This design comes from an exercise in tuning for small area, a short achievable clock period and few clock cycles on the open sky130 flow, not from production work.
Where RTL was checked, it was by simulation tests only, not by an equivalence proof against the original.
Only the layout flow was run in runs 3 to 5; the RTL was not checked for function there.
Power is estimated from default activity; no workload was simulated.

$ cat design/flow/config.mk
export PLATFORM = sky130hd
export DESIGN_NAME = replay_block_deframer_core
export DESIGN_NICKNAME = replay_block_deframer_core
export VERILOG_FILES = /design/flow/design.v
export SDC_FILE = /design/flow/constraint.sdc
export NUM_CORES = 4
export LEC_CHECK = 0
export CAP_MARGIN = 20
export CORE_MARGIN = 2
export CORE_UTILIZATION = 65
export SETUP_SLACK_MARGIN = 5
export SLEW_MARGIN = 20
$ cat design/flow/design.v
module rbd_fadd
(
    input  logic        i_clk,
    input  logic        i_rst_n,
    input  logic        i_load,
    input  logic [3:0]  i_lane_we,
    input  logic [7:0]  i_delta,
    input  logic [31:0] i_a,
    output logic        o_busy,
    output logic [31:0] o_time
);
    logic [31:0] o_sum;
    logic [2:0]  r_p;       
    logic [7:0]  r_md;      
    logic        r_dz;      
    logic [3:0]  r_st;      
    logic [4:0]  r_sh;
    logic        r_dbig;
    logic [27:0] r_w;
    assign r_w = o_time[27:0];
    logic [7:0]  r_e;
    logic        sa;
    logic [7:0]  ea;
    logic [7:0]  ea_eff;
    logic [23:0] ma;
    assign sa     = i_a[31];
    assign ea     = i_a[30:23];
    assign ea_eff = (ea == 8'd0) ? 8'd1 : ea;
    assign ma     = {ea != 8'd0, i_a[22:0]};
    logic [2:0] ld_p;
    always_comb begin
        ld_p = 3'd0;
        for (int i = 0; i < 8; i++) begin
            if (i_delta[i]) ld_p = 3'(i);
        end
    end
    always_ff @(posedge i_clk) begin
        if (i_load) begin
            r_p  <= ld_p;
            r_md <= i_delta << (3'd7 - ld_p);
            r_dz <= (i_delta == 8'd0);
        end
    end
    logic done;
    assign done   = r_st[3] && (r_w[27] || r_w[26] || (r_w == 28'd0));
    assign o_busy = |r_st;
    always_ff @(posedge i_clk) begin
        if (!i_rst_n) begin
            r_st <= '0;
        end else begin
            r_st[0] <= i_load;
            r_st[1] <= r_st[0];
            r_st[2] <= r_st[1];
            r_st[3] <= r_st[2] || (r_st[3] && !done);
        end
    end
    logic [8:0] diff;       
    logic [8:0] adiff;
    assign diff  = {1'b0, ea_eff} - 9'd127 - {6'd0, r_p};
    assign adiff = diff[8] ? (9'd0 - diff) : diff;
    always_ff @(posedge i_clk) begin
        if (r_st[0]) begin
            r_dbig <= diff[8] || ((diff == 9'd0) &&
                      ((r_md > ma[23:16]) || ((r_md == ma[23:16]) && (ma[15:0] == 16'd0))));
            r_sh   <= (adiff > 9'd31) ? 5'd31 : adiff[4:0];
        end
    end
    logic [26:0] y_sh;
    always_comb begin
        logic [26:0] v;
        logic        st;
        v  = r_dbig ? {ma, 3'b000} : {r_md, 19'd0};
        st = 1'b0;
        if (r_sh[0]) begin st = st | v[0];          v = v >> 1;  end
        if (r_sh[1]) begin st = st | (|v[1:0]);     v = v >> 2;  end
        if (r_sh[2]) begin st = st | (|v[3:0]);     v = v >> 4;  end
        if (r_sh[3]) begin st = st | (|v[7:0]);     v = v >> 8;  end
        if (r_sh[4]) begin st = st | (|v[15:0]);    v = v >> 16; end
        y_sh = v | {26'd0, st};
    end
    logic [26:0] x;
    logic [27:0] s;
    assign x = r_dbig ? {r_md, 19'd0} : {ma, 3'b000};
    rbd_add #(.W(28)) u_add (
        .i_a    ({1'b0, x}),
        .i_b    (sa ? ~r_w : r_w),
        .i_cin  (sa),
        .o_sum  (s),
        .o_cout ()
    );
    always_ff @(posedge i_clk) begin
        if (r_st[1]) begin
            o_time[27:0] <= {1'b0, y_sh};
        end else if (r_st[2]) begin
            o_time[27:0] <= s;
            r_e <= r_dbig ? (8'd127 + {5'd0, r_p}) : ea_eff;
        end else if (done) begin
            o_time <= o_sum;
        end else if (r_st[3]) begin
            o_time[27:0] <= {r_w[26:0], 1'b0};
            r_e <= r_e - 8'd1;
        end else begin
            for (int k = 0; k < 4; k++) begin
                if (i_lane_we[k]) o_time[8*k +: 8] <= i_delta;
            end
        end
    end
    logic [23:0] m;
    logic        g;
    logic        stk;
    logic        up;
    logic [24:0] mant;
    logic [7:0]  e2;
    assign m    = r_w[27] ? r_w[27:4] : r_w[26:3];
    assign g    = r_w[27] ? r_w[3] : r_w[2];
    assign stk  = r_w[27] ? (|r_w[2:0]) : (|r_w[1:0]);
    assign up   = g & (stk | m[0]);
    rbd_add #(.W(25)) u_round (
        .i_a    ({1'b0, m}),
        .i_b    (25'd0),
        .i_cin  (up),
        .o_sum  (mant),
        .o_cout ()
    );
    assign e2   = r_e + {7'd0, r_w[27]} + {7'd0, mant[24]};
    always_comb begin
        if (ea == 8'hFF) begin
            o_sum = i_a | {9'd0, i_a[22:0] != 23'd0, 22'd0};
        end else if (r_dz) begin
            o_sum = (i_a[30:0] == 31'd0) ? 32'd0 : i_a;
        end else if (!r_w[27] && !r_w[26]) begin
            o_sum = 32'd0;
        end else begin
            o_sum = {sa & ~r_dbig, e2, mant[22:0]};
        end
    end
endmodule
module rbd_add
#(
    parameter int W = 8
)
(
    input  logic [W-1:0] i_a,
    input  logic [W-1:0] i_b,
    input  logic         i_cin,
    output logic [W-1:0] o_sum,
    output logic         o_cout
);
    logic [W-1:0] g;
    logic [W-1:0] p;
    logic [W-1:0] cg;
    logic [W-1:0] cp;
    always_comb begin
        g  = i_a & i_b;
        p  = i_a ^ i_b;
        cg = g;
        cp = p;
        cg[0] = g[0] | (p[0] & i_cin);
        for (int d = 1; d < W; d = d * 2) begin
            for (int i = 2 * d - 1; i < W; i = i + 2 * d) begin
                cg[i] = cg[i] | (cp[i] & cg[i - d]);
                cp[i] = cp[i] & cp[i - d];
            end
        end
        for (int d = 1 << ($clog2(W) - 1); d >= 1; d = d / 2) begin
            for (int i = 3 * d - 1; i < W; i = i + 2 * d) begin
                cg[i] = cg[i] | (cp[i] & cg[i - d]);
                cp[i] = cp[i] & cp[i - d];
            end
        end
        o_sum  = p ^ {cg[W-2:0], i_cin};
        o_cout = cg[W-1];
    end
endmodule
module rbd_front
(
    input  logic        i_clk,
    input  logic        i_rst_n,
    input  logic        i_valid,
    input  logic [7:0]  i_data_byte,
    input  logic        i_full,
    input  logic        i_hdr_taken,
    input  logic [31:0] i_prev,         
    input  logic        i_words_out,    
    output logic        o_stall,
    output logic        o_push,
    output logic [9:0]  o_entry,        
    output logic        o_hdr_pending,
    output logic        o_time_busy,
    output logic [3:0]  o_flags,
    output logic [31:0] o_time,
    output logic [31:0] o_len,
    output logic [7:0]  o_type,
    output logic [31:0] o_param
);
    localparam int PH_MARKER  = 0;
    localparam int PH_TIME    = 1;
    localparam int PH_LENGTH  = 2;
    localparam int PH_TYPE    = 3;
    localparam int PH_PARAM   = 4;
    localparam int PH_CONTENT = 5;
    logic [5:0]  r_ph;       
    logic [1:0]  r_idx;
    logic [3:0]  r_flags;    
    logic [3:0]  r_hflags;   
    logic [31:0] r_time;
    logic [3:0]  time_lane_we;
    logic [31:0] r_len;
    logic [7:0]  r_type;
    logic [31:0] r_param;
    logic [31:0] r_remain;
    logic        r_pending;
    logic        take;
    logic        len_done;
    logic        param_done;
    logic        rem_last;
    logic        len_zero;
    logic [31:0] rem_dec;
    rbd_add #(.W(32)) u_dec (
        .i_a    (r_remain),
        .i_b    (32'hFFFF_FFFF),
        .i_cin  (1'b0),
        .o_sum  (rem_dec),
        .o_cout ()
    );
    assign len_done   = r_flags[3] || (r_idx == 2'd3);
    assign param_done = r_flags[2] || (r_idx == 2'd3);
    assign rem_last   = (r_remain == 32'd1);
    assign len_zero   = (r_len == 32'd0);
    assign o_stall = (r_pending && !r_ph[PH_CONTENT] && !r_ph[PH_MARKER]) ||
                     (i_words_out && (r_ph[PH_LENGTH] | r_ph[PH_TYPE] | r_ph[PH_PARAM])) ||
                     (i_full && (r_ph[PH_CONTENT] || (r_ph[PH_PARAM] && param_done)));
    assign take    = i_valid && !o_stall;
    assign o_push  = take && (r_ph[PH_CONTENT] || (r_ph[PH_PARAM] && param_done));
    assign o_entry = r_ph[PH_CONTENT] ? {1'b1, rem_last, i_data_byte} : {1'b0, len_zero, 8'd0};
    assign o_hdr_pending = r_pending;
    assign o_flags = r_hflags;
    assign o_time  = r_time;
    assign o_len   = r_len;
    assign o_type  = r_type;
    assign o_param = r_param;
    rbd_fadd u_fadd (
        .i_clk   (i_clk),
        .i_rst_n (i_rst_n),
        .i_load    (take && r_ph[PH_TIME] && r_flags[0]),
        .i_lane_we (time_lane_we),
        .i_delta   (i_data_byte),
        .i_a       (i_prev),
        .o_busy    (o_time_busy),
        .o_time    (r_time)
    );
    always_comb begin
        for (int k = 0; k < 4; k++) begin
            time_lane_we[k] = take && r_ph[PH_TIME] && !r_flags[0] && (r_idx == 2'(k));
        end
    end
    always_ff @(posedge i_clk) begin
        if (!i_rst_n) begin
            r_ph      <= 6'b000001;
            r_idx     <= '0;
            r_pending <= 1'b0;
        end else begin
            if (i_hdr_taken) r_pending <= 1'b0;
            if (take) begin
                if (r_ph[PH_MARKER]) begin
                    r_ph <= 6'b000010;
                end
                if (r_ph[PH_TIME]) begin
                    r_idx <= r_flags[0] ? 2'd0 : r_idx + 2'd1;
                    if (r_flags[0] || r_idx == 2'd3) r_ph <= 6'b000100;
                end
                if (r_ph[PH_LENGTH]) begin
                    r_idx <= len_done ? 2'd0 : r_idx + 2'd1;
                    if (len_done) r_ph <= r_flags[1] ? 6'b001000 : 6'b010000;
                end
                if (r_ph[PH_TYPE]) begin
                    r_ph <= 6'b010000;
                end
                if (r_ph[PH_PARAM]) begin
                    r_idx <= param_done ? 2'd0 : r_idx + 2'd1;
                    if (param_done) begin
                        r_pending <= 1'b1;
                        r_ph <= len_zero ? 6'b000001 : 6'b100000;
                    end
                end
                if (r_ph[PH_CONTENT]) begin
                    if (rem_last) r_ph <= 6'b000001;
                end
            end
        end
    end
    always_ff @(posedge i_clk) begin
        if (take) begin
            if (r_ph[PH_MARKER]) begin
                r_flags <= i_data_byte[3:0];
            end
            if (r_ph[PH_LENGTH] && len_done && !r_flags[1]) begin
                r_type <= 8'd0;
            end
            if (r_ph[PH_LENGTH]) begin
                if (r_idx == 2'd0) r_len <= {24'd0, i_data_byte};
                else r_len[8*r_idx +: 8] <= i_data_byte;
            end
            if (r_ph[PH_TYPE]) begin
                r_type <= i_data_byte;
            end
            if (r_ph[PH_PARAM]) begin
                if (r_idx == 2'd0) r_param <= {24'd0, i_data_byte};
                else r_param[8*r_idx +: 8] <= i_data_byte;
                if (param_done) begin
                    r_remain <= r_len;
                    r_hflags <= r_flags;
                end
            end
            if (r_ph[PH_CONTENT]) begin
                r_remain <= rem_dec;
            end
        end
    end
endmodule
module rbd_queue
#(
    parameter int DEPTH = 4
)
(
    input  logic       i_clk,
    input  logic       i_rst_n,
    input  logic       i_push,
    input  logic [9:0] i_item,
    input  logic       i_pop,
    output logic       o_full,
    output logic       o_valid,
    output logic [9:0] o_item
);
    localparam int AW = (DEPTH > 1) ? $clog2(DEPTH) : 1;
    localparam int CW = $clog2(DEPTH + 1);
    logic [9:0]    r_mem [0:DEPTH-1];
    logic [AW-1:0] r_wr;
    logic [AW-1:0] r_rd;
    logic [CW-1:0] r_count;
    assign o_full  = (r_count == CW'(DEPTH));
    assign o_valid = (r_count != '0);
    assign o_item  = r_mem[r_rd];
    always_ff @(posedge i_clk) begin
        if (i_push) begin
            r_mem[r_wr] <= i_item;
        end
    end
    always_ff @(posedge i_clk) begin
        if (!i_rst_n) begin
            r_wr    <= '0;
            r_rd    <= '0;
            r_count <= '0;
        end else begin
            if (i_push) begin
                r_wr <= (r_wr == AW'(DEPTH - 1)) ? '0 : r_wr + AW'(1);
            end
            if (i_pop) begin
                r_rd <= (r_rd == AW'(DEPTH - 1)) ? '0 : r_rd + AW'(1);
            end
            if (i_push && !i_pop) begin
                r_count <= r_count + CW'(1);
            end else if (i_pop && !i_push) begin
                r_count <= r_count - CW'(1);
            end
        end
    end
endmodule
module rbd_back
(
    input  logic        i_clk,
    input  logic        i_rst_n,
    input  logic        i_q_valid,
    input  logic [9:0]  i_q_item,
    input  logic        i_time_busy,
    input  logic [3:0]  i_flags,
    input  logic [31:0] i_time,
    input  logic        i_stall,
    output logic        o_pop,
    output logic        o_hdr_taken,
    output logic        o_valid,
    output logic        o_kind,
    output logic        o_last,
    output logic [7:0]  o_byte,
    output logic [3:0]  o_flags,
    output logic [31:0] o_time
);
    logic free;
    assign free        = !o_valid || !i_stall;
    assign o_pop       = i_q_valid && free && (i_q_item[9] || !i_time_busy);
    assign o_hdr_taken = o_pop && !i_q_item[9];
    always_ff @(posedge i_clk) begin
        if (!i_rst_n) begin
            o_time <= '0;
        end else if (o_hdr_taken) begin
            o_time <= i_time;
        end
    end
    always_ff @(posedge i_clk) begin
        if (!i_rst_n) begin
            o_valid <= 1'b0;
        end else if (free) begin
            o_valid <= o_pop;
        end
    end
    always_ff @(posedge i_clk) begin
        if (o_pop) begin
            o_kind <= i_q_item[9];
            o_last <= i_q_item[8];
            o_byte <= i_q_item[7:0];
        end
        if (o_hdr_taken) begin
            o_flags <= i_flags;
        end
    end
endmodule
module replay_block_deframer_core
(
    input  logic        i_clk,
    input  logic        i_rst_n,
    input  logic        i_valid,
    output logic        o_stall,
    input  logic [7:0]  i_data_byte,
    output logic        o_valid,
    input  logic        i_stall,
    output logic        o_result_kind,
    output logic [3:0]  o_marker_bits,
    output logic [31:0] o_timestamp_bits,
    output logic [31:0] o_content_length,
    output logic [7:0]  o_block_type,
    output logic [31:0] o_block_param,
    output logic [7:0]  o_content_byte,
    output logic        o_last_of_block
);
    logic        push;
    logic        full;
    logic        q_valid;
    logic        pop;
    logic        hdr_taken;
    logic        time_busy;
    logic [9:0]  push_item;
    logic [9:0]  q_item;
    logic [3:0]  p_flags;
    logic [31:0] p_time;
    logic [31:0] p_len;
    logic [7:0]  p_type;
    logic [31:0] p_param;
    assign o_content_length = p_len;
    assign o_block_type     = p_type;
    assign o_block_param    = p_param;
    rbd_front u_front (
        .i_clk         (i_clk),
        .i_rst_n       (i_rst_n),
        .i_valid       (i_valid),
        .i_data_byte   (i_data_byte),
        .i_full        (full),
        .i_hdr_taken   (hdr_taken),
        .i_words_out   (q_valid || o_valid),
        .i_prev        (o_timestamp_bits),
        .o_stall       (o_stall),
        .o_push        (push),
        .o_entry       (push_item),
        .o_hdr_pending (),
        .o_time_busy   (time_busy),
        .o_flags       (p_flags),
        .o_time        (p_time),
        .o_len         (p_len),
        .o_type        (p_type),
        .o_param       (p_param)
    );
    rbd_queue u_queue (
        .i_clk   (i_clk),
        .i_rst_n (i_rst_n),
        .i_push  (push),
        .i_item  (push_item),
        .i_pop   (pop),
        .o_full  (full),
        .o_valid (q_valid),
        .o_item  (q_item)
    );
    rbd_back u_back (
        .i_clk       (i_clk),
        .i_rst_n     (i_rst_n),
        .i_q_valid   (q_valid),
        .i_q_item    (q_item),
        .i_time_busy (time_busy),
        .i_flags     (p_flags),
        .i_time      (p_time),
        .i_stall     (i_stall),
        .o_pop       (pop),
        .o_hdr_taken (hdr_taken),
        .o_valid     (o_valid),
        .o_kind      (o_result_kind),
        .o_last      (o_last_of_block),
        .o_byte      (o_content_byte),
        .o_flags     (o_marker_bits),
        .o_time      (o_timestamp_bits)
    );
endmodule
$ cat design/flow/constraint.sdc
create_clock -name core_clock -period 8.5 [get_ports {i_clk}]
set_input_delay 1.7000 -clock core_clock [delete_from_list [all_inputs] [get_ports {i_clk}]]
set_output_delay 1.7000 -clock core_clock [all_outputs]
set_load 0.01 [all_outputs]
$ cat design/flow/run.sh
#!/bin/bash
# synth_recipe.tcl (not shown) runs the flow's synth.tcl, then flattens the netlist and writes it again
# the make line also repeats each setting of config.mk as NAME=value (left out here)
make -C /OpenROAD-flow-scripts/flow DESIGN_CONFIG=/design/flow/config.mk WORK_HOME=/design/flow/orfs CLKGATE_MAP_FILE= SYNTH_SCRIPT=/design/flow/synth_recipe.tcl finish
==> results of run 1 <==
-- repair_timing --
item | 4_1_cts | 5_1_grt
gates resized for setup | 85 | 68
buffers inserted | 36 | 21
hold buffers | 0 | 0
setup endpoints to repair | 48 | 41
pin swaps | 39 | 35
gates cloned | 5 | 0
-- layout make-up --
cell class / instances / share of cell area (%)
sequential: 279 / 36.68
clock buffer: 36 / 3.504
tap: 341 / 1.988
timing repair buffer: 215 / 10.03
inverter: 105 / 1.935
multi-input combinational: 1244 / 44.95
clock inverter: 18 / 0.9152
-- flip-flops by register name, summed over array words and instances (netlist names), 2 cells and up, named ones only --
register / flops
u_front.r_hflags: 4
u_front.u_fadd.r_p: 3
u_front.r_len: 24
u_front.u_fadd.r_st: 4
u_front.r_flags: 4
u_back.o_byte: 8
u_front.r_idx: 2
u_queue.r_rd: 2
u_queue.r_wr: 2
u_front.r_type: 8
u_front.u_fadd.r_sh: 5
u_queue.r_mem: 40
u_front.r_ph: 6
u_back.o_time: 32
u_front.r_param: 24
u_front.u_fadd.o_time: 32
u_back.o_flags: 4
u_front.u_fadd.r_md: 8
u_front.u_fadd.r_e: 8
u_queue.r_count: 3
u_front.r_remain: 32
-- per-stage QoR --
stage | power (µW) | area, µm² | utilization [%] | setup WS [ns] | hold slack (ns)
after detailed placement | 3484 | 19420 | 72.06 | 3.915 | 0.4133
after global routing | 5279 | 21460 | 79.64 | 4.616 | 0.4381
after CTS | 4911 | 21040 | 78.08 | 4.659 | 0.4283
after floorplan | 2969 | 18040 | - | 4.655 | 0.4003
after global placement | 3446 | 19420 | 72.06 | 4.035 | 0.4045
final | 5073 | 21460 | 79.64 | 4.733 | 0.4289
-- placed cells by master, fill, tap and decap left out, types with 21 or more instances in the layout --
master | synthesis | routed
sky130_fd_sc_hd__edfxtp_1 | 223 | 223
sky130_fd_sc_hd__clkdlybuf4s50_1 | 0 | 125
sky130_fd_sc_hd__nand2_1 | 132 | 121
sky130_fd_sc_hd__nor2_1 | 117 | 111
sky130_fd_sc_hd__a21oi_1 | 110 | 101
sky130_fd_sc_hd__inv_1 | 103 | 96
sky130_fd_sc_hd__o21ai_0 | 92 | 86
sky130_fd_sc_hd__ha_1 | 91 | 82
sky130_fd_sc_hd__buf_4 | 6 | 68
sky130_fd_sc_hd__mux2i_1 | 66 | 66
sky130_fd_sc_hd__a22o_1 | 52 | 52
sky130_fd_sc_hd__nor2b_1 | 54 | 51
sky130_fd_sc_hd__xnor2_1 | 41 | 41
sky130_fd_sc_hd__xor2_1 | 44 | 40
sky130_fd_sc_hd__nor4_1 | 35 | 35
sky130_fd_sc_hd__and2_1 | 32 | 31
sky130_fd_sc_hd__clkbuf_16 | 0 | 29
sky130_fd_sc_hd__mux4_2 | 27 | 27
sky130_fd_sc_hd__a221oi_1 | 33 | 27
sky130_fd_sc_hd__dfxtp_2 | 0 | 26
sky130_fd_sc_hd__nor3_1 | 27 | 25
sky130_fd_sc_hd__dfxtp_1 | 56 | 24
sky130_fd_sc_hd__a21o_1 | 21 | 21
-- worst reg2reg max path, cell delays in order, from the launching register on --
cell,delay [ns]
sky130_fd_sc_hd__edfxtp_1,0.44
sky130_fd_sc_hd__buf_12,0.16
sky130_fd_sc_hd__buf_12,0.14
sky130_fd_sc_hd__nor2b_1,0.12
sky130_fd_sc_hd__ha_1,0.27
sky130_fd_sc_hd__and4_1,0.23
sky130_fd_sc_hd__a221o_1,0.32
sky130_fd_sc_hd__o2111a_2,0.32
sky130_fd_sc_hd__o31ai_4,0.24
sky130_fd_sc_hd__o21ai_2,0.09
sky130_fd_sc_hd__nor4_1,0.25
sky130_fd_sc_hd__nor3_1,0.10
sky130_fd_sc_hd__fa_2,0.34
sky130_fd_sc_hd__xor2_1,0.15
sky130_fd_sc_hd__and3_1,0.17
sky130_fd_sc_hd__a2111oi_2,0.31
-- logic make-up after synthesis --
group / after synthesis / share of synthesized area [%]
adder cells (fa/ha/maj): 106 / 8.061
AO/OA/AOI/OAI: 451 / 16.98
buffers and inverters: 218 / 4.802
AND/OR/NAND/NOR: 490 / 13.89
flip-flops: 279 / 43.80
XOR/XNOR: 85 / 4.171
multiplexers: 112 / 8.306
-- where the power goes --
part / leakage [µW] / switching, µW / internal, µW
Clock: 0.000469 / 548 / 749
Combinational: 0.00521 / 1040 / 898
Sequential: 0.00247 / 231 / 1610
-- layer usage --
metal / up-vias / GRT usage (%) / wire length, µm
met5: - / 0 / 0
li1: 6726 / - / -
met1: 7517 / 48.22 / 20710
met2: 1057 / 64.26 / 26720
met4: 0 / 16.57 / 2706
met3: 236 / 8.116 / 5967
-- final timing paths --
| kind | from | end | slack (ns) | cells past startpoint |
|---|---|---|---|---|
| max reg2reg | u_front.u_fadd.r_dbig | u_front.u_fadd.o_time[27] | 4.73 | 15 |
| min reg2reg | u_front.r_hflags[1] | u_back.o_flags[1] | 0.43 | 0 |
| max | u_front.u_fadd.r_dbig | u_front.u_fadd.o_time[27] | 4.73 | 15 |
| min | u_front.r_hflags[1] | u_back.o_flags[1] | 0.43 | 0 |
==> impl_results.md, run 1 <==
- Outcome: timing/DRC/antenna clean
- Total CTS buffers: 29
- Count of final setup violators: 0
- Sum of negative setup slack: 0 ns
- Leak Pwr: between 0.008 and 0.009 µW
- Vias in the first global route: around 15000
- Cell area after synthesis: between 15000 and 20000 µm²
- Area overhead of the layout relative to synthesis: 20.24%
- Vias per cell: 6.942
- Number of nets still failing antenna checks after routing: 0
- Kind of critical path: register to register
- Power density over the cells: about 240 nW/µm²
- Element type at the critical path end: register
- Slew headroom: 32.66%
- Total number of clock tree sinks: around 280
- Wire length of the first global-routing pass: approximately 85000 µm
- Placed cell count: around 2100
- H-tree depth reported by CTS: 1
- CTS Buffer Depth: 3
- Antenna violations before repair: 0
- Portion of synthesized cell area occupied by the leading cell type: a little under two fifths
- CTS tree: done
- Count of input and output buffers: ~130
- Synth cell types: 83
- Wire length per cell after detailed routing: around 25 µm
- Unrepaired setup endpoints after global routing: yes
- Most used cell, CP: sky130_fd_sc_hd__buf_12
- Gr usage total: about two fifths
- Primary flip-flop cell chosen by synthesis mapping: sky130_fd_sc_hd__edfxtp_1
- Period minus WS final: roughly 3.8 ns
- Maximum ir drop on the vdd rail: 0.0002091 V
- Average instance area after synthesis: ~10 µm²
- Worst hold path type: register to register
- Sequential area share after synthesis: 43.80%
- Fin. max-slew vios: 0
- Async S/R FF share, synth: 0%
- Number of top-level design ports: around 130
- Library cell with the largest summed area after synthesis: sky130_fd_sc_hd__edfxtp_1
- Highest Clock Rate: 265.4 MHz
- Total congestion overflow after global routing: 0
- Most frequently used cell type in the post-synthesis netlist: sky130_fd_sc_hd__edfxtp_1
- CP arrival: approximately 4.2 ns
- Die W: between 150 and 200 µm
- Leading post-synthesis cells by instance count: 223 x sky130_fd_sc_hd__edfxtp_1, 132 x sky130_fd_sc_hd__nand2_1, 117 x sky130_fd_sc_hd__nor2_1
- Required time at the endpoint of the critical path: between 8 and 9 ns
- CP bufs+invs: 2
- Total wire length: 56100 µm
- Die height: ~170 µm
- Largest incremental delay on the critical path: 0.44 ns
- Clock transition at the registers of the reported paths: 0.07 ns
- Dpl hpwl: ~36000 µm
- Main area contributors after synthesis: sky130_fd_sc_hd__edfxtp_1 38%, sky130_fd_sc_hd__ha_1 6.4%, sky130_fd_sc_hd__dfxtp_1 6.3%, sky130_fd_sc_hd__mux2i_1 3.7%, sky130_fd_sc_hd__mux4_2 3.4%
- Iter 0 DRT Violations: between 2000 and 2500
- Worst Max-Slew Pin Slew: slightly above 1 ns
- Number of instances in the synthesized netlist: 1741
- Worst-path cell with the longest stage delay: sky130_fd_sc_hd__edfxtp_1
- Layout cells sized above 1: 16.50%
- Die Footprint: 28800 µm²
- Pin count of the biggest net entering global routing: 53
- Area of the core region: roughly 27000 µm²
- Total DRC errors in the routed layout: 0
- Overall via count from detail_route: approximately 16000
- Antenna diode instance count: 0
- Syn. warnings: 7
- Net count after synthesis: about 1900
- Max Clock Skew: roughly 0.034 ns
- Max-cap violations: 0
- Initial cell density of the core: between 60 and 70%
- Layout net count: 1992
- Number of hold violations in the final report: 0
- FF+latch count, synth: approximately 280
- GPL Wtd Cong: 0.9393
- Multi-input combinational cell area: around 9600 µm²
- Clock insertion delay at the later pin of the skew report: ~0.57 ns
- Chain of cells forming the critical path: buf_12, buf_12, nor2b_1, ha_1, and4_1, a221o_1, o2111a_2, o31ai_4, o21ai_2, nor4_1, nor3_1, fa_2, xor2_1, and3_1, a2111oi_2
- Startpoint class of the critical path: register
- Final period utilization: around 44%
- Area occupied by registers: 7873 µm²
- Family of cells with the greatest summed delay on the critical path: compound AO/OA/AOI/OAI gates
- Clock root buffer: sky130_fd_sc_hd__clkbuf_16
- Finished Layout Cells: around 2200
- 1st-pass router iterations: 8
- Max Fanout on Critical Path: 11
- Number of fill cells: 1746
- Number of cell rows: 60
- Count of flip-flops with a built-in enable after synthesis: ~220
Testbench counts, summed over its fixed seeds: cycles 13,091.
==> inputs of run 2 (changes only) <==
--- a/design/flow/config.mk
+++ b/design/flow/config.mk
@@ -7,6 +7,6 @@
 export LEC_CHECK = 0
 export CAP_MARGIN = 20
 export CORE_MARGIN = 2
-export CORE_UTILIZATION = 65
+export CORE_UTILIZATION = 40
 export SETUP_SLACK_MARGIN = 5
 export SLEW_MARGIN = 20
==> run 2 against run 1 <==
Clock skew fell by 0.018 ns. Maximum frequency barely moved. Area after synthesis did not move. Non-clock buffer count rose by 7. Clock power rose by 15%. Via count fell by 4.3%. Critical path type unchanged. Largest cell class unchanged.
==> impl_results.md, run 2 <==
- Outcome: timing/DRC/antenna clean
- Post-synthesis mux area share: 8.306% (unchanged)
- Total CTS buffers: 34 (+17%)
- Period minus WS final: 3.769 ns (+0.001890 ns)
- Startpoint class of the critical path: register
- Power density over the cells: 236.7 nW/µm² (+0.14%)
- Worst-path cell with the longest stage delay: sky130_fd_sc_hd__edfxtp_1
- Number of top-level design ports: 132 (unchanged)
- Average instance area after synthesis: 10.25 µm² (unchanged)
- Main area contributors after synthesis: sky130_fd_sc_hd__edfxtp_1 38%, sky130_fd_sc_hd__ha_1 6.4%, sky130_fd_sc_hd__dfxtp_1 6.3%, sky130_fd_sc_hd__mux2i_1 3.7%, sky130_fd_sc_hd__mux4_2 3.4%
- H-tree depth reported by CTS: 2 (+1)
- FF+latch count, synth: 279 (unchanged)
- Library cell with the largest summed area after synthesis: sky130_fd_sc_hd__edfxtp_1
- Iter 0 DRT Violations: 1265 (-38%)
- Sequential area share after synthesis: 43.80% (unchanged)
- Area share of xor/xnor cells in the synthesized design: 4.171% (unchanged)
- Largest family of logic cells by synthesized area: compound AO/OA/AOI/OAI gates
- Pin count of the biggest net entering global routing: 53 (unchanged)
- Compound-Gate Fraction of Synth Area: 16.98% (unchanged)
- Clock share of power: 28.6% (+3.0 points)
- Post-synthesis simple-gate area fraction: 13.89% (unchanged)
- Flip-flop count of the largest register, all copies and words added: 40 (unchanged)
- # hold bufs at CTS: 0 (unchanged)
- Largest Register: u_queue.r_mem
- Kind of critical path: register to register
- CTS tree: done
- Commonest cells after routing, fill and taps aside: 223 x sky130_fd_sc_hd__edfxtp_1, 126 x sky130_fd_sc_hd__clkdlybuf4s50_1, 121 x sky130_fd_sc_hd__nand2_1
- Number of nets still failing antenna checks after routing: 0 (unchanged)
- Worst hold path type: register to register
- Element type at the critical path end: register
- Sum of negative setup slack: 0 ns (unchanged)
- Clock root buffer: sky130_fd_sc_hd__clkbuf_16
- Worst Max-Slew Pin Slew: 1.053 ns (+0.04684 ns)
- Multi-input combinational cell area: 9693 µm² (+0.47%)
- Number of cell rows: 77 (+28%)
- Die height: 215.2 µm (+27%)
- Required time at the endpoint of the critical path: 8.94 ns (-0.02 ns)
- Antenna violations before repair: 0 (unchanged)
- Cell area after synthesis: 17850 µm² (unchanged)
- Portion of total power attributed to sequential cells: 35.3% (-0.9 points)
- Area overhead of the layout relative to synthesis: 23.58%
- Wire length per cell after detailed routing: 23.02 µm (-8.2%)
- Total congestion overflow after global routing: 0 (unchanged)
- Fraction of the mapped netlist area in adder cells: 8.061% (unchanged)
- Most common library cell in the layout ignoring fill and taps: sky130_fd_sc_hd__edfxtp_1
- Clock transition at the registers of the reported paths: 0.06 ns (about the same)
- Count of flip-flops with a built-in enable after synthesis: 223 (unchanged)
- Final period utilization: 44.34% (about the same)
- Fin. max-slew vios: 0 (unchanged)
- P_int: 3371 µW (+3.7%)
- Leading post-synthesis cells by instance count: 223 x sky130_fd_sc_hd__edfxtp_1, 132 x sky130_fd_sc_hd__nand2_1, 117 x sky130_fd_sc_hd__nor2_1
- Portion of synthesized cell area occupied by the leading cell type: 37.52% (unchanged)
- Area of the core region: 44120 µm² (+64%)
- Primary flip-flop cell chosen by synthesis mapping: sky130_fd_sc_hd__edfxtp_1
- Maximum ir drop on the vdd rail: 0.0001067 V (-49%)
- Layout cells sized above 1: 17.15% (+0.66 points)
- CP arrival: 4.21 ns (about the same)
- Vias in the first global route: 14700 (-2.4%)
- Chain of cells forming the critical path: buf_12, buf_12, nor2b_1, ha_1, and4_1, a221o_1, o2111a_2, o31ai_4, o21ai_2, nor4_1, nor3_1, fa_2, xor2_2, a21oi_2, a2111oi_2
- Max-cap violations: 0 (unchanged)
- Core occupancy in the finished layout: 49.99% (-30 points)
- Number of fill cells: 4035 (+130%)
- Largest incremental delay on the critical path: 0.43 ns (about the same)
- Initial cell density of the core: 40.45% (-26 points)
- Unrepaired setup endpoints after global routing: yes
- 1st-pass router iterations: 5 (-3)
- Number of instances in the synthesized netlist: 1741 (unchanged)
- Clock insertion delay at the later pin of the skew report: 0.55 ns (-0.02 ns)
- Synth cell types: 83 (unchanged)
- Switching power summed over all nets: 1850 µW (+1.6%)
- Most frequently used cell type in the post-synthesis netlist: sky130_fd_sc_hd__edfxtp_1
- Slew headroom: 29.52% (-3.1 points)
- Die W: 215.2 µm (+27%)
- Syn. warnings: 7 (unchanged)
- Total wire length: 57650 µm (+2.8%)
- Overall via count from detail_route: 14870 (-4.3%)
- Number of hold violations in the final report: 0 (unchanged)
- Total DRC errors in the routed layout: 0 (unchanged)
- Total number of clock tree sinks: 279 (unchanged)
- Antenna diode instance count: 0 (unchanged)
- Die Footprint: 46330 µm² (+61%)
- Switching part of the total: 35.43% (-0.47 points)
- Highest Clock Rate: 265.3 MHz (about the same)
- Net count after synthesis: 1859 (unchanged)
- Fraction of power consumed by combinational cells: 36.1% (-2.1 points)
- Async S/R FF share, synth: 0% (unchanged)
- GPL Wtd Cong: 0.9017 (-4.0%)
- Area occupied by registers: 7870 µm² (about the same)
- Most used cell, CP: sky130_fd_sc_hd__buf_12
- Wire length of the first global-routing pass: 87440 µm (+2.8%)
- Count of input and output buffers: 131 (unchanged)
- Max Clock Skew: 0.01624 ns (-0.01757 ns)
- Max Fanout on Critical Path: 11 (unchanged)
- CTS Buffer Depth: 3 (unchanged)
- Dpl hpwl: 38110 µm (+7.3%)
- Leak Pwr: 0.008221 µW (+0.87%)
- Vias per cell: 5.938 (-14%)
- Count of final setup violators: 0 (unchanged)
- Gr usage total: 24.25% (-14 points)
- Layout net count: 2004 (+0.60%)
run 2: cell counts after synthesis:
No cell type changed its count.
run 2: cell type report:
type / instances / area share, %
clock inverters: 22 / 1.100
multi-input cells: 1244 / 43.94
well taps: 592 / 3.358
repair buffers: 222 / 9.943
flip-flops and latches: 279 / 35.68
clock buffers: 40 / 4.050
inverters: 105 / 1.929
run 2: logic make-up after synthesis:
kind of cell / count (synthesis)
adder cells (fa/ha/maj): 106
AO/OA/AOI/OAI: 451
buffers and inverters: 218
multiplexers: 112
AND/OR/NAND/NOR: 490
flip-flops: 279
XOR/XNOR: 85
run 2: timing repair:
action                                  4_1_cts  5_1_grt
endpoints found under the hold margin         0        0
pin swaps                                    24       37
buffers inserted                             39       24
resized for setup                            79       73
endpoints found under the setup margin       53       42
cloned                                        5        0
run 2: worst max-delay path, delay by kind of cell (launching register included):
| family | cells | cell delay, ns |
|---|---|---|
| buffers and inverters | 2 | 0.31 |
| DFF | 1 | 0.43 |
| xor gates and xnor gates | 1 | 0.17 |
| adders and majority gates | 2 | 0.67 |
| and+or+nand+nor | 4 | 0.68 |
| AOI/OAI and AO/OA | 6 | 1.39 |
run 2: final timing paths:
kind / start / cells past startpoint / end / slack [ns]
worst min register to register: u_front.r_hflags[1] / 0 / u_back.o_flags[1] / 0.42
worst min-delay path: u_front.r_hflags[1] / 0 / u_back.o_flags[1] / 0.42
worst max-delay path: u_front.u_fadd.r_dbig / 15 / u_front.u_fadd.o_time[27] / 4.73
worst max register to register: u_front.u_fadd.r_dbig / 15 / u_front.u_fadd.o_time[27] / 4.73
run 2: power groups by stage:
| stage | clock [µW] | combinational [µW] | sequential, µW |
|---|---|---|---|
| after CTS | 1520 | 1770 | 1830 |
| after global placement | 0 | 1600 | 1880 |
| after global routing | 1570 | 2060 | 1860 |
| final | 1490 | 1890 | 1840 |
| after floorplan | 0 | 1220 | 1750 |
| after detailed placement | 0 | 1620 | 1880 |
run 2: routing by layer:
metal	part of all wire, %	routed length (µm)	global-route usage, %
met1	44	25110	32.82
met2	46	26480	38.82
met3	7.4	4282	4.968
met4	3.1	1769	8.115
met5	0	0	0
run 2: metrics by stage:
step	std cells	area (µm²)	setup slack [ns]	total power, µW	hold WS [ns]
global route	2504	22060	4.564	5485	0.4291
floorplan	1741	18040	4.655	2969	0.4003
detailed placement	2373	19740	3.889	3503	0.4052
finish	2504	22060	4.731	5221	0.4177
global placement	2372	19730	4.020	3476	0.4087
CTS	2479	21560	4.654	5129	0.4191
==> inputs of run 3 (changes only) <==
--- a/design/flow/design.v
+++ b/design/flow/design.v
@@ -83,14 +83,14 @@
     assign x = r_dbig ? {r_md, 19'd0} : {ma, 3'b000};
     rbd_add #(.W(28)) u_add (
         .i_a    ({1'b0, x}),
-        .i_b    (sa ? ~r_w : r_w),
+        .i_b    (r_w),
         .i_cin  (sa),
         .o_sum  (s),
         .o_cout ()
     );
     always_ff @(posedge i_clk) begin
         if (r_st[1]) begin
-            o_time[27:0] <= {1'b0, y_sh};
+            o_time[27:0] <= {sa, sa ? ~y_sh : y_sh};
         end else if (r_st[2]) begin
             o_time[27:0] <= s;
             r_e <= r_dbig ? (8'd127 + {5'd0, r_p}) : ea_eff;
@@ -320,7 +320,7 @@
 endmodule
 module rbd_queue
 #(
-    parameter int DEPTH = 4
+    parameter int DEPTH = 2
 )
 (
     input  logic       i_clk,
==> run 3 against run 2 <==
Still clean. Clock skew increased by 0.0032 ns. Sequential power decreased by 11%. Total power decreased by 15%. Count of clock-buffer cells in the layout decreased by 7. Design area decreased by 6.0%. Maximum frequency decreased by 5.7%. Clock power about the same. Largest cell class unchanged. Largest power group is now sequential cells.
==> impl_results.md, run 3 <==
- Outcome: timing/DRC/antenna clean
- GPL Wtd Cong: 0.9443 (+4.7%)
- Launch instance of the worst register-to-register path: u_front.u_fadd.o_time[27]
- Synth cell types: 71 (-14%)
- Library cell with the largest summed area after synthesis: sky130_fd_sc_hd__edfxtp_1
- Wire length per cell after detailed routing: 23.15 µm (+0.56%)
- Fin. max-slew vios: 0 (unchanged)
- Number of fill cells: 3843 (-4.8%)
- Die W: 209.7 µm (-2.6%)
- Average instance area after synthesis: 9.919 µm² (-3.2%)
- Max-cap violations: 0 (unchanged)
- Area overhead of the layout relative to synthesis: 22.49%
- Slew headroom: 31.82% (+2.3 points)
- Required time at the endpoint of the critical path: 8.80 ns (-0.14 ns)
- Unrepaired setup endpoints after global routing: yes
- Die height: 209.7 µm (-2.6%)
- Primary flip-flop cell chosen by synthesis mapping: sky130_fd_sc_hd__edfxtp_1
- Leading post-synthesis cells by instance count: 204 x sky130_fd_sc_hd__edfxtp_1, 162 x sky130_fd_sc_hd__nand2_1, 112 x sky130_fd_sc_hd__nor2_1
- Net count after synthesis: 1818 (-2.2%)
- P_int: 2968 µW (-12%)
- Fraction of power consumed by combinational cells: 29.9% (-6.2 points)
- Pin count of the biggest net entering global routing: 79 (+49%)
- Layout cells sized above 1: 16.37% (-0.78 points)
- Sum of negative setup slack: 0 ns (unchanged)
- CTS tree: done
- Die Footprint: 43970 µm² (-5.1%)
- Area occupied by registers: 7202 µm² (-8.5%)
- Leak Pwr: 0.007761 µW (-5.6%)
- Max Clock Skew: 0.01939 ns (+0.003154 ns)
- Count of flip-flops with a built-in enable after synthesis: 204 (-8.5%)
- Vias in the first global route: 13630 (-7.3%)
- Finished Layout Cells: 2396 (-4.3%)
- 1st-pass router iterations: 5 (unchanged)
- Clock insertion delay at the later pin of the skew report: 0.58 ns (+0.03 ns)
- Gr usage total: 24.63% (+0.37 points)
- Portion of synthesized cell area occupied by the leading cell type: 36.20% (-1.3 points)
- Cell area after synthesis: 16920 µm² (-5.2%)
- Vias per cell: 5.992 (+0.90%)
- Cells on Worst Hold Path: 0 (unchanged)
- Worst Max-Slew Pin Slew: 1.019 ns (-0.03366 ns)
- Number of hold violations in the final report: 0 (unchanged)
- Most common library cell in the layout ignoring fill and taps: sky130_fd_sc_hd__edfxtp_1
- Number of instances in the synthesized netlist: 1706 (-2.0%)
- Most frequently used cell type in the post-synthesis netlist: sky130_fd_sc_hd__edfxtp_1
- Number of nets still failing antenna checks after routing: 0 (unchanged)
- FF+latch count, synth: 255 (-8.6%)
- Highest Clock Rate: 250.1 MHz (-5.7%)
- Antenna violations before repair: 0 (unchanged)
- Total number of clock tree sinks: 255 (-8.6%)
- Register-to-register setup slack: 4.50 ns (-0.23 ns)
- Total CTS buffers: 30 (-12%)
- Initial cell density of the core: 40.43% (about the same)
- Clock share of power: 33.2% (+4.6 points)
- Power density over the cells: 214.6 nW/µm² (-9.3%)
- Startpoint of the most critical hold path: u_front.r_hflags[2]
- Portion of total power attributed to sequential cells: 36.9% (+1.6 points)
- CTS Buffer Depth: 3 (unchanged)
- Placed cell count: 2292 (-3.4%)
- Top flop regs: u_back.o_time: 32 flops, u_front.r_remain: 32 flops, u_front.u_fadd.o_time: 32 flops
- Startpoint class of the critical path: register
- Syn. warnings: 7 (unchanged)
- Maximum ir drop on the vdd rail: 0.0001801 V (+69%)
- Number of top-level design ports: 132 (unchanged)
- Total congestion overflow after global routing: 0 (unchanged)
- Overall via count from detail_route: 14360 (-3.4%)
- Final period utilization: 47.05% (+2.7 points)
- Wire length of the first global-routing pass: 84110 µm (-3.8%)
- Area of the core region: 41850 µm² (-5.1%)
- Total DRC errors in the routed layout: 0 (unchanged)
- Kind of critical path: register to register
- Main area contributors after synthesis: sky130_fd_sc_hd__edfxtp_1 36%, sky130_fd_sc_hd__ha_1 6.4%, sky130_fd_sc_hd__dfxtp_1 6.0%, sky130_fd_sc_hd__nand2_1 3.6%, sky130_fd_sc_hd__mux4_2 3.3%
- Destination of the worst register-to-register timing path: u_front.u_fadd.o_time[27]
- H-tree depth reported by CTS: 1 (-1)
- Multi-input combinational cell area: 9443 µm² (-2.6%)
- Dpl hpwl: 37990 µm (-0.32%)
- Commonest cells after routing, fill and taps aside: 204 x sky130_fd_sc_hd__edfxtp_1, 160 x sky130_fd_sc_hd__nand2_1, 123 x sky130_fd_sc_hd__clkdlybuf4s50_1
- Clock transition at the registers of the reported paths: 0.06 ns (about the same)
- Async S/R FF share, synth: 0% (unchanged)
- Switching part of the total: 33.27% (-2.2 points)
- Count of input and output buffers: 131 (unchanged)
- Switching power summed over all nets: 1480 µW (-20%)
- Element type at the critical path end: register
- Hold endpoint: u_back.o_flags[2]
- Clock root buffer: sky130_fd_sc_hd__clkbuf_16
- Period minus WS final: 3.999 ns (+0.2298 ns)
- Count of final setup violators: 0 (unchanged)
- Antenna diode instance count: 0 (unchanged)
- Layout net count: 1945 (-2.9%)
- R2r worst-path depth: 18 (+3)
- Worst hold path type: register to register
- Iter 0 DRT Violations: 1235 (-2.4%)
- Max Fanout on Critical Path: 6 (-5)
- Total wire length: 55470 µm (-3.8%)
- CP arrival: 4.30 ns (+0.09 ns)
- Number of cell rows: 75 (-2.6%)
- Sequential area share after synthesis: 42.23% (-1.6 points)
## run 3: power by group through the flow
stage / logic, µW / clock network [µW] / registers, µW
after floorplan: 802 / 0 / 1590
after global placement: 1200 / 0 / 1660
after detailed placement: 1220 / 0 / 1660
after CTS: 1260 / 1500 / 1640
after global routing: 1450 / 1540 / 1650
final: 1330 / 1480 / 1640
## run 3: per-layer routing
metal | part of all wire, % | track usage [%]
met1 | 44 | 35.31
met5 | 0 | 0
met3 | 7.9 | 4.354
met4 | 3.4 | 8.046
met2 | 44 | 37.75
## run 3: cells by family (layout without fill, tap and decap cells)
kind of cell / count (synthesis) / after routing / synth area share [%]
simple gates: 512 / 512 / 14.79
compound gates: 466 / 466 / 18.56
flops: 255 / 255 / 42.23
buf+inv: 196 / 347 / 4.518
fa+ha+maj: 100 / 100 / 8.015
mux: 91 / 91 / 7.438
xor+xnor: 86 / 86 / 4.451
## run 3: area by class of cell
| class | count | area share [%] |
|---|---|---|
| flip-flops and latches | 255 | 34.74 |
| clock buffers | 33 | 3.676 |
| inverters | 80 | 1.503 |
| well taps | 539 | 3.253 |
| clock inverters | 23 | 1.799 |
| multi-input cells | 1255 | 45.55 |
| repair inverters | 1 | 0.02414 |
| repair buffers | 210 | 9.447 |
## run 3: critical path, stage by stage, from the launching register on
cell                        delay [ns]
sky130_fd_sc_hd__edfxtp_1         0.50
sky130_fd_sc_hd__mux2i_1          0.16
sky130_fd_sc_hd__nor2b_1          0.13
sky130_fd_sc_hd__ha_2             0.19
sky130_fd_sc_hd__nand2_2          0.08
sky130_fd_sc_hd__a2111oi_4        0.23
sky130_fd_sc_hd__and4_4           0.28
sky130_fd_sc_hd__and3_4           0.22
sky130_fd_sc_hd__nand2_4          0.05
sky130_fd_sc_hd__or4_4            0.49
sky130_fd_sc_hd__fa_2             0.39
sky130_fd_sc_hd__inv_2            0.09
sky130_fd_sc_hd__ha_4             0.14
sky130_fd_sc_hd__nand3_2          0.08
sky130_fd_sc_hd__xnor2_1          0.14
sky130_fd_sc_hd__a22oi_1          0.14
sky130_fd_sc_hd__nor2_1           0.08
sky130_fd_sc_hd__o22ai_2          0.25
sky130_fd_sc_hd__a21oi_1          0.09
## run 3: repair_timing
| action | CTS | global route |
|---|---|---|
| endpoints found under the setup margin | 79 | 69 |
| buffers inserted | 24 | 23 |
| hold buffers | 0 | 0 |
| pin swaps | 15 | 29 |
| cloned | 1 | 0 |
| endpoints found under the hold margin | 0 | 0 |
| gates resized for setup | 72 | 65 |
## run 3: how the worst max path moves through the flow
stage                     depth (start not counted)                   endpoint                       from
after floorplan                                  21  u_front.u_fadd.o_time[29]  u_front.u_fadd.o_time[27]
after global placement                           18  u_front.u_fadd.o_time[27]  u_front.u_fadd.o_time[27]
after global routing                             18  u_front.u_fadd.o_time[27]  u_front.u_fadd.o_time[27]
final                                            18  u_front.u_fadd.o_time[27]  u_front.u_fadd.o_time[27]
after detailed placement                          7     u_front.u_fadd.r_md[6]             i_data_byte[3]
after CTS                                         5                    o_stall            u_front.r_ph[5]
## run 3: metrics by stage
step | setup slack, ns | area [µm²] | hold WS (ns) | total power [µW] | util [%]
after global placement | 4.148 | 18790 | 0.4611 | 2858 | 44.88
after detailed placement | 4.066 | 18790 | 0.4460 | 2874 | 44.88
after floorplan | 4.370 | 17080 | 0.4003 | 2389 | -
after global routing | 4.340 | 20730 | 0.4870 | 4643 | 49.53
final | 4.501 | 20730 | 0.4505 | 4449 | 49.53
after CTS | 4.497 | 20330 | 0.4633 | 4393 | 48.57
==> inputs of run 4 (changes only) <==
--- a/design/flow/config.mk
+++ b/design/flow/config.mk
@@ -7,6 +7,8 @@
 export LEC_CHECK = 0
 export CAP_MARGIN = 20
 export CORE_MARGIN = 2
-export CORE_UTILIZATION = 40
+export CORE_UTILIZATION = 55
+export CTS_BUF_LIST = sky130_fd_sc_hd__clkbuf_4
+export CTS_CLUSTER_SIZE = 25
 export SETUP_SLACK_MARGIN = 5
 export SLEW_MARGIN = 20
==> run 4 against run 3 <==
Worst setup slack lost 0.063 ns. Still clean on timing, DRC and antenna. Largest power group unchanged. Combinational power barely moved. Register-to-register slack worse by 0.06 ns. Sequential share of layout area up 0.69 points. Critical path depth up 1. Count of clock-buffer cells in the layout increased by 81. Sequential power about the same.
==> impl_results.md, run 4 <==
- Total wire length: 53580 µm (-3.4%)
- Max Fanout on Critical Path: 5 (-1)
- Number of cell rows: 64 (-15%)
- Kind of critical path: register to register
- Total DRC errors in the routed layout: 0 (unchanged)
- Post-layout instance area: 20420 µm² (-1.5%)
- Gr usage total: 32.56% (+7.9 points)
- Highest Clock Rate: 246.2 MHz (-1.6%)
- Switching part of the total: 34.96% (+1.7 points)
- Total number of clock tree sinks: 255 (unchanged)
- Library cell with the largest summed area after synthesis: sky130_fd_sc_hd__edfxtp_1
- Placed standard-cell area: 18620 µm² (-0.90%)
- Sequential area share after synthesis: 42.23% (unchanged)
- Portion of synthesized cell area occupied by the leading cell type: 36.20% (unchanged)
- Top flop regs: u_back.o_time: 32 flops, u_front.r_remain: 32 flops, u_front.u_fadd.o_time: 32 flops
- Iter 0 DRT Violations: 1596 (+29%)
- Count of flip-flops with a built-in enable after synthesis: 204 (unchanged)
- Vias in the first global route: 14090 (+3.4%)
- Launch instance of the worst register-to-register path: u_front.u_fadd.o_time[27]
- Maximum ir drop on the vdd rail: 0.0002031 V (+13%)
- Number of nets still failing antenna checks after routing: 0 (unchanged)
- Period minus WS final: 4.062 ns (+0.06329 ns)
- Slew headroom: 25.32% (-6.5 points)
- Count of final setup violators: 0 (unchanged)
- Unrepaired setup endpoints after global routing: yes
- R2r worst-path depth: 19 (+1)
- Worst Max-Slew Pin Slew: 1.108 ns (+0.08954 ns)
- Initial cell density of the core: 55.61% (+15 points)
- Power density over the cells: 202.4 nW/µm² (-5.7%)
- Syn. warnings: 7 (unchanged)
- Switching power summed over all nets: 1445 µW (-2.4%)
- Layout net count: 1988 (+2.2%)
- Startpoint class of the critical path: register
- # hold bufs at CTS: 0 (unchanged)
- Die Footprint: 32190 µm² (-27%)
- Total CTS buffers: 72 (+140%)
- Layout cells sized above 1: 19.08% (+2.7 points)
- Dpl ws: 4.183 ns (+0.1172 ns)
- Cell area after synthesis: 16920 µm² (unchanged)
- Synth cell types: 71 (unchanged)
- Sum of negative setup slack: 0 ns (unchanged)
- Overall via count from detail_route: 14760 (+2.8%)
- Clock root buffer: sky130_fd_sc_hd__clkbuf_4
- Clock transition at the registers of the reported paths: 0.07 ns (about the same)
- P_int: 2688 µW (-9.4%)
- Worst hold path type: register to register
- Hold endpoint: u_back.o_flags[2]
- 1st-pass router iterations: 6 (+1)
- Outcome: timing/DRC/antenna clean
- Startpoint of the most critical hold path: u_front.r_hflags[2]
- Destination of the worst register-to-register timing path: u_front.u_fadd.o_time[27]
- CTS tree: done
- Main area contributors after synthesis: sky130_fd_sc_hd__edfxtp_1 36%, sky130_fd_sc_hd__ha_1 6.4%, sky130_fd_sc_hd__dfxtp_1 6.0%, sky130_fd_sc_hd__nand2_1 3.6%, sky130_fd_sc_hd__mux4_2 3.3%
- Fin. max-slew vios: 0 (unchanged)
- Async S/R FF share, synth: 0% (unchanged)
- Register-to-register setup slack: 4.44 ns (-0.06 ns)
- Leading post-synthesis cells by instance count: 204 x sky130_fd_sc_hd__edfxtp_1, 162 x sky130_fd_sc_hd__nand2_1, 112 x sky130_fd_sc_hd__nor2_1
- GPL Wtd Cong: 0.9470 (+0.29%)
- Antenna violations before repair: 1 (+1)
- Number of instances in the synthesized netlist: 1706 (unchanged)
- Post-route worst hold slack: 0.4230 ns (-0.02752 ns)
- Die height: 179.4 µm (-14%)
- Post-synthesis mux area share: 7.438% (unchanged)
- FF+latch count, synth: 255 (unchanged)
- Fraction of power consumed by combinational cells: 31.9% (+2.0 points)
- Wire length per cell after detailed routing: 23.03 µm (-0.51%)
- Most frequently used cell type in the post-synthesis netlist: sky130_fd_sc_hd__edfxtp_1
- Wire length of the first global-routing pass: 82000 µm (-2.5%)
- Number of hold violations in the final report: 0 (unchanged)
- Required time at the endpoint of the critical path: 8.89 ns (+0.09 ns)
- Net count after synthesis: 1818 (unchanged)
- H-tree depth reported by CTS: 3 (+2)
- CTS Buffer Depth: 3 (unchanged)
- Post-synthesis simple-gate area fraction: 14.79% (unchanged)
- Die W: 179.4 µm (-14%)
- Commonest cells after routing, fill and taps aside: 204 x sky130_fd_sc_hd__edfxtp_1, 159 x sky130_fd_sc_hd__nand2_1, 127 x sky130_fd_sc_hd__clkdlybuf4s50_1
- Fraction of the mapped netlist area in adder cells: 8.015% (unchanged)
- Average instance area after synthesis: 9.919 µm² (unchanged)
- Dpl hpwl: 35200 µm (-7.3%)
- Cells on Worst Hold Path: 0 (unchanged)
- Area overhead of the layout relative to synthesis: 20.68%
- Vias per cell: 6.347 (+5.9%)
- Most common library cell in the layout ignoring fill and taps: sky130_fd_sc_hd__edfxtp_1
- Element type at the critical path end: register
- Post-route worst setup slack: 4.438 ns (-0.06329 ns)
- Final period utilization: 47.79% (+0.74 points)
- Portion of total power attributed to sequential cells: 39.7% (+2.8 points)
- Largest family of logic cells by synthesized area: compound AO/OA/AOI/OAI gates
- Clock share of power: 28.4% (-4.8 points)
- Leak Pwr: 0.007787 µW (+0.34%)
- Primary flip-flop cell chosen by synthesis mapping: sky130_fd_sc_hd__edfxtp_1
- Area of the core region: 30430 µm² (-27%)
- Clock insertion delay at the later pin of the skew report: 0.71 ns (+0.13 ns)
- Total congestion overflow after global routing: 0 (unchanged)
- Pin count of the biggest net entering global routing: 79 (unchanged)
- Max Clock Skew: 0.05937 ns (+0.03998 ns)
- Count of input and output buffers: 131 (unchanged)
- CP arrival: 4.45 ns (+0.15 ns)
- Area share of xor/xnor cells in the synthesized design: 4.451% (unchanged)
- Compound-Gate Fraction of Synth Area: 18.56% (unchanged)
- Max-cap violations: 0 (unchanged)
- Number of top-level design ports: 132 (unchanged)
## run 4: cell counts after synthesis
Identical to the previous run, type by type.
## run 4: timing repair
| action | CTS | global route |
|---|---|---|
| pin swaps | 16 | 16 |
| setup endpoints to repair | 94 | 71 |
| gates resized for setup | 79 | 51 |
| cloned | 3 | 1 |
| setup buffers | 21 | 23 |
## run 4: power by group through the flow
stage	clock, µW	sequential (µW)	combinational, µW
6_report	1170	1640	1320
3_3_place_gp	0	1650	1190
2_1_floorplan	0	1590	802
5_1_grt	1260	1650	1440
3_5_place_dp	0	1650	1210
4_1_cts	1190	1630	1250
## run 4: final cells by class
cell class | count | area [µm²]
well taps | 396 | 495.5
multi-input cells | 1255 | 9374
flip-flops and latches | 255 | 7236
inverters | 80 | 319.1
repair buffers | 211 | 2048
repair inverters | 1 | 5.005
fillers | 2517 | 10010
clock buffers | 114 | 855.8
clock inverters | 13 | 86.33
diodes | 1 | 2.502
## run 4: metal layers
layer	GRT usage, %	vias up	share of wire [%]	routed length, µm
li1	-	6726	-	-
met1	47.75	7094	43	23280
met2	46.73	808	43	23060
met3	6.787	136	9.6	5121
met4	14.02	0	4.0	2118
met5	0	-	0	0
## run 4: worst max-delay path by stage
stage,from,endpoint,slack (ns),cells past startpoint
2_1_floorplan,u_front.u_fadd.o_time[27],u_front.u_fadd.o_time[29],4.37,21
3_3_place_gp,u_front.u_fadd.o_time[27],u_front.u_fadd.o_time[27],4.33,19
3_5_place_dp,i_data_byte[4],u_front.u_fadd.r_md[6],4.18,6
4_1_cts,u_front.u_fadd.o_time[27],u_front.u_fadd.o_time[27],4.44,19
5_1_grt,u_front.u_fadd.o_time[27],u_front.u_fadd.o_time[27],4.28,19
6_report,u_front.u_fadd.o_time[27],u_front.u_fadd.o_time[27],4.44,19
## run 4: cells by family (layout without fill, tap and decap cells)
family	after synthesis	after routing
other cells	0	1
buf+inv	196	419
xor+xnor	86	86
mux	91	91
simple gates	512	512
compound gates	466	466
fa+ha+maj	100	100
flops	255	255
## run 4: critical path: stages (launching register included)
cell and delay (ns):
sky130_fd_sc_hd__edfxtp_1 0.43, sky130_fd_sc_hd__buf_12 0.17, sky130_fd_sc_hd__mux2i_1 0.11, sky130_fd_sc_hd__nor2b_1 0.12
sky130_fd_sc_hd__ha_2 0.20, sky130_fd_sc_hd__nand2_2 0.08, sky130_fd_sc_hd__a2111oi_4 0.23, sky130_fd_sc_hd__and4_4 0.28
sky130_fd_sc_hd__and3_4 0.21, sky130_fd_sc_hd__nand2_2 0.06, sky130_fd_sc_hd__or4_4 0.49, sky130_fd_sc_hd__fa_2 0.39
sky130_fd_sc_hd__inv_2 0.09, sky130_fd_sc_hd__ha_4 0.16, sky130_fd_sc_hd__nand3_4 0.09, sky130_fd_sc_hd__xnor2_2 0.17
sky130_fd_sc_hd__a22oi_1 0.18, sky130_fd_sc_hd__nor2_1 0.06, sky130_fd_sc_hd__o22ai_1 0.19, sky130_fd_sc_hd__a21oi_1 0.08
## run 4: metrics by stage
stage / cells / util, % / power [µW]
6_report: 2326 / 67.11 / 4133
5_1_grt: 2326 / 67.11 / 4346
4_1_cts: 2301 / 65.76 / 4072
3_5_place_dp: 2150 / 61.18 / 2853
3_3_place_gp: 2149 / 61.14 / 2833
2_1_floorplan: 1706 / - / 2389
==> inputs of run 5 (changes only) <==
--- a/design/flow/design.v
+++ b/design/flow/design.v
@@ -122,7 +122,13 @@
         .o_sum  (mant),
         .o_cout ()
     );
-    assign e2   = r_e + {7'd0, r_w[27]} + {7'd0, mant[24]};
+    logic [7:0]  e_1;
+    logic [7:0]  e_2;
+    logic        rc;
+    assign e_1  = r_e + 8'd1;
+    assign e_2  = r_e + 8'd2;
+    assign rc   = up & (&m);
+    assign e2   = (r_w[27] & rc) ? e_2 : ((r_w[27] | rc) ? e_1 : r_e);
     always_comb begin
         if (ea == 8'hFF) begin
             o_sum = i_a | {9'd0, i_a[22:0] != 23'd0, 22'd0};
--- a/design/flow/config.mk
+++ b/design/flow/config.mk
@@ -7,8 +7,6 @@
 export LEC_CHECK = 0
 export CAP_MARGIN = 20
 export CORE_MARGIN = 2
-export CORE_UTILIZATION = 55
-export CTS_BUF_LIST = sky130_fd_sc_hd__clkbuf_4
-export CTS_CLUSTER_SIZE = 25
+export CORE_UTILIZATION = 40
 export SETUP_SLACK_MARGIN = 5
 export SLEW_MARGIN = 20
==> run 5 against run 4 <==
Still clean on timing, DRC and antenna. Via count is 0.97% higher. Sequential power hardly changed. Wire length is 8.8% higher. Area after synthesis is 2.9% higher. Count of clock-buffer cells in the layout is 74 lower. Total power is 11% higher. First-iteration DRC count is 23% lower. Design area is 5.8% higher. Synthesized cell count is 4.6% higher. Final cell count is 9.3% higher. Non-clock buffer count is 26 higher. Utilization is 17 points lower. Critical endpoint is now u_front.u_fadd.r_sh[1].
==> impl_results.md, run 5 <==
- Area overhead of the layout relative to synthesis: 24.05%
- Antenna diode instance count: 0 (-1)
- Leading post-synthesis cells by instance count: 204 x sky130_fd_sc_hd__edfxtp_1, 184 x sky130_fd_sc_hd__nand2_1, 136 x sky130_fd_sc_hd__a21oi_1
- Total DRC errors in the routed layout: 0 (unchanged)
- Final period utilization: 45.12% (-2.7 points)
- Async S/R FF share, synth: 0% (unchanged)
- Worst Max-Slew Pin Slew: 0.9897 ns (-0.1188 ns)
- Number of nets still failing antenna checks after routing: 0 (unchanged)
- Dpl ws: 3.963 ns (-0.2203 ns)
- Worst-path cell with the longest stage delay: sky130_fd_sc_hd__or4b_4
- Largest incremental delay on the critical path: 0.55 ns (+0.06 ns)
- Count of input and output buffers: 131 (unchanged)
- Post-route worst setup slack: 4.665 ns (+0.2270 ns)
- FF+latch count, synth: 255 (unchanged)
- Commonest cells after routing, fill and taps aside: 204 x sky130_fd_sc_hd__edfxtp_1, 179 x sky130_fd_sc_hd__nand2_1, 127 x sky130_fd_sc_hd__a21oi_1
- Total congestion overflow after global routing: 0 (unchanged)
- P_int: 2981 µW (+11%)
- Total CTS buffers: 31 (-57%)
- Main area contributors after synthesis: sky130_fd_sc_hd__edfxtp_1 35%, sky130_fd_sc_hd__ha_1 6.5%, sky130_fd_sc_hd__dfxtp_1 5.9%, sky130_fd_sc_hd__nand2_1 4.0%, sky130_fd_sc_hd__a21oi_1 3.9%
- Sum of negative setup slack: 0 ns (unchanged)
- Die height: 212.7 µm (+19%)
- Max-cap violations: 0 (unchanged)
- Count of final setup violators: 0 (unchanged)
- Highest Clock Rate: 260.7 MHz (+5.9%)
- Number of hold violations in the final report: 0 (unchanged)
- Placed standard-cell area: 19250 µm² (+3.4%)
- Area of the core region: 42980 µm² (+41%)
- Required time at the endpoint of the critical path: 8.81 ns (-0.08 ns)
- Fraction of power consumed by combinational cells: 35.0% (+3.1 points)
- Total power: 4603 µW (+11%)
- Die W: 212.7 µm (+19%)
- Average instance area after synthesis: 9.757 µm² (-1.6%)
- Portion of total power attributed to sequential cells: 36.1% (-3.6 points)
- Post-layout instance area: 21600 µm² (+5.8%)
- Power density over the cells: 213.1 nW/µm² (+5.3%)
- Switching part of the total: 35.24% (+0.28 points)
- Kind of critical path: register to register
- Post-route worst hold slack: 0.4289 ns (+0.005888 ns)
- Number of top-level design ports: 132 (unchanged)
- Gr usage total: 25.27% (-7.3 points)
- Maximum ir drop on the vdd rail: 0.0001601 V (-21%)
- Initial cell density of the core: 40.52% (-15 points)
- Most used cell, CP: sky130_fd_sc_hd__ha_4
- 1st-pass router iterations: 5 (-1)
- Switching power summed over all nets: 1622 µW (+12%)
- Outcome: timing/DRC/antenna clean
- Period minus WS final: 3.835 ns (-0.2270 ns)
- Pin count of the biggest net entering global routing: 58 (-27%)
- Total wire length: 58300 µm (+8.8%)
- Cell area after synthesis: 17420 µm² (+2.9%)
- Net count after synthesis: 1900 (+4.5%)
- Chain of cells forming the critical path: or4_4, or2_4, nand2b_4, ha_4, ha_4, fa_1, or3_4, nor3b_2, mux2_4, or4b_4, o21ai_4, o211ai_1
- Count of flip-flops with a built-in enable after synthesis: 204 (unchanged)
- Die Footprint: 45220 µm² (+41%)
- Vias in the first global route: 14280 (+1.3%)
- Dpl hpwl: 38630 µm (+9.7%)
- Worst hold path type: register to register
- Overall via count from detail_route: 14910 (+0.97%)
- Number of cell rows: 76 (+19%)
- Fin. max-slew vios: 0 (unchanged)
- Most frequently used cell type in the post-synthesis netlist: sky130_fd_sc_hd__edfxtp_1
- Clock root buffer: sky130_fd_sc_hd__clkbuf_16
- CP arrival: 4.15 ns (-0.30 ns)
- Syn. warnings: 7 (unchanged)
- CTS tree: done
- Vias per cell: 5.864 (-7.6%)
- Synth cell types: 91 (+28%)
- Number of fill cells: 3964 (+57%)
- Sequential area share after synthesis: 41.04% (-1.2 points)
- Unrepaired setup endpoints after global routing: yes
- Top flop regs: u_back.o_time: 32 flops, u_front.r_remain: 32 flops, u_front.u_fadd.o_time: 32 flops
- Primary flip-flop cell chosen by synthesis mapping: sky130_fd_sc_hd__edfxtp_1
- Max Clock Skew: 0.02187 ns (-0.03750 ns)
- Library cell with the largest summed area after synthesis: sky130_fd_sc_hd__edfxtp_1
- CTS Buffer Depth: 3 (unchanged)
- Total number of clock tree sinks: 255 (unchanged)
- Antenna violations before repair: 0 (-1)
- Max Fanout on Critical Path: 5 (unchanged)
- Wire length of the first global-routing pass: 87330 µm (+6.5%)
- Clock insertion delay at the later pin of the skew report: 0.59 ns (-0.12 ns)
- Most common library cell in the layout ignoring fill and taps: sky130_fd_sc_hd__edfxtp_1
- H-tree depth reported by CTS: 1 (-2)
- Leak Pwr: 0.008040 µW (+3.2%)
- Slew headroom: 33.95% (+8.6 points)
- Iter 0 DRT Violations: 1229 (-23%)
- Layout net count: 2047 (+3.0%)
- Layout cells sized above 1: 18.34% (-0.73 points)
- Clock transition at the registers of the reported paths: 0.06 ns (about the same)
- Startpoint class of the critical path: register
- Element type at the critical path end: register
- GPL Wtd Cong: 0.9059 (-4.3%)
- Portion of synthesized cell area occupied by the leading cell type: 35.17% (-1.0 points)
- Number of instances in the synthesized netlist: 1785 (+4.6%)
- Clock share of power: 28.9% (+0.5 points)
- Wire length per cell after detailed routing: 22.93 µm (-0.43%)
## run 5: final cells by class
cell class	instances	area (µm²)	area share, %
Multi-Input combinational cell	1325	9967	46.13
Timing Repair Buffer	237	2366	10.95
Tap cell	585	732.0	3.388
Inverter	82	315.3	1.459
Sequential cell	255	7209	33.37
Clock inverter	18	175.2	0.8108
Clock buffer	40	839.6	3.886
## run 5: logic make-up after synthesis
group	share of synthesized area, %
fa+ha+maj	8.018
buf+inv	4.964
compound gates	17.31
xor+xnor	4.224
flops	41.04
mux	8.097
simple gates	16.35
## run 5: timing repair
| item | 4_1_cts | 5_1_grt |
|---|---|---|
| resized for setup | 87 | 78 |
| gates cloned | 6 | 1 |
| endpoints found under the hold margin | 0 | 0 |
| hold buffers | 0 | 0 |
| buffers inserted | 40 | 29 |
| endpoints found under the setup margin | 136 | 78 |
| pin swaps | 29 | 35 |
## run 5: metrics by stage
step / cells / util (%)
finish: 2542 / 50.26
global route: 2542 / 50.26
CTS: 2512 / 48.86
detailed placement: 2408 / 44.78
global placement: 2408 / 44.78
floorplan: 1785 / -
## run 5: power by group through the flow
stage / logic [µW] / registers [µW] / clock network (µW)
after floorplan: 978 / 1600 / 0
after global placement: 1410 / 1680 / 0
after detailed placement: 1430 / 1690 / 0
after CTS: 1520 / 1660 / 1350
after global routing: 1760 / 1680 / 1390
final: 1610 / 1660 / 1330
## run 5: critical path: cells and delay by family, from the launching register on
kind | cells | cell delay (ns)
and+or+nand+nor | 6 | 1.97
adders and majority gates | 3 | 0.68
DFF | 1 | 0.36
muxes | 1 | 0.31
AOI/OAI and AO/OA | 2 | 0.22
## run 5: path summary, 6_finish.rpt
kind	depth (start not counted)	slack (ns)	to	from
setup reg to reg	12	4.66	u_front.u_fadd.r_sh[1]	u_back.o_time[25]
hold / removal	0	0.43	u_back.o_flags[0]	u_front.r_hflags[0]
hold reg to reg	0	0.43	u_back.o_flags[0]	u_front.r_hflags[0]
setup / recovery	12	4.66	u_front.u_fadd.r_sh[1]	u_back.o_time[25]
## run 5: per-layer routing
metal / part of all wire, % / vias up / GRT usage [%]
met5: 0 / - / 0
met4: 3.3 / 0 / 8.319
met3: 7.6 / 107 / 4.280
met2: 45 / 632 / 38.80
met1: 44 / 7347 / 36.19
li1: - / 6821 / -

[afterwards: timing with drivers on the ports]
No port has a modelled driver above. Below, the same layouts with a new extraction and two added sets of constraints.
Step 1: set_driving_cell puts a clkbuf_16 on i_clk and a buf_2 on each other input, an assumption about the parent block.
Step 2 times the ports against the registers' clock, not the clock port: input delays grow and output delays shrink by t, the midpoint of the rising clock arrivals with the driver on.
Three values: no drivers, after step 1, after step 2; two values: the first two.
| run | t, ns | setup WS [ns] |
|---|---|---|
| run 1 | 0.605 | 4.733 / 4.733 / 4.371 |
| run 2 | 0.587 | 4.731 / 4.731 / 4.216 |
| run 3 | 0.629 | 4.501 / 4.501 / 4.501 |
| run 4 | 0.733 | 4.438 / 4.438 / 4.154 |
| run 5 | 0.639 | 4.665 / 4.665 / 4.401 |
After both steps setup and hold are still met in every run listed.
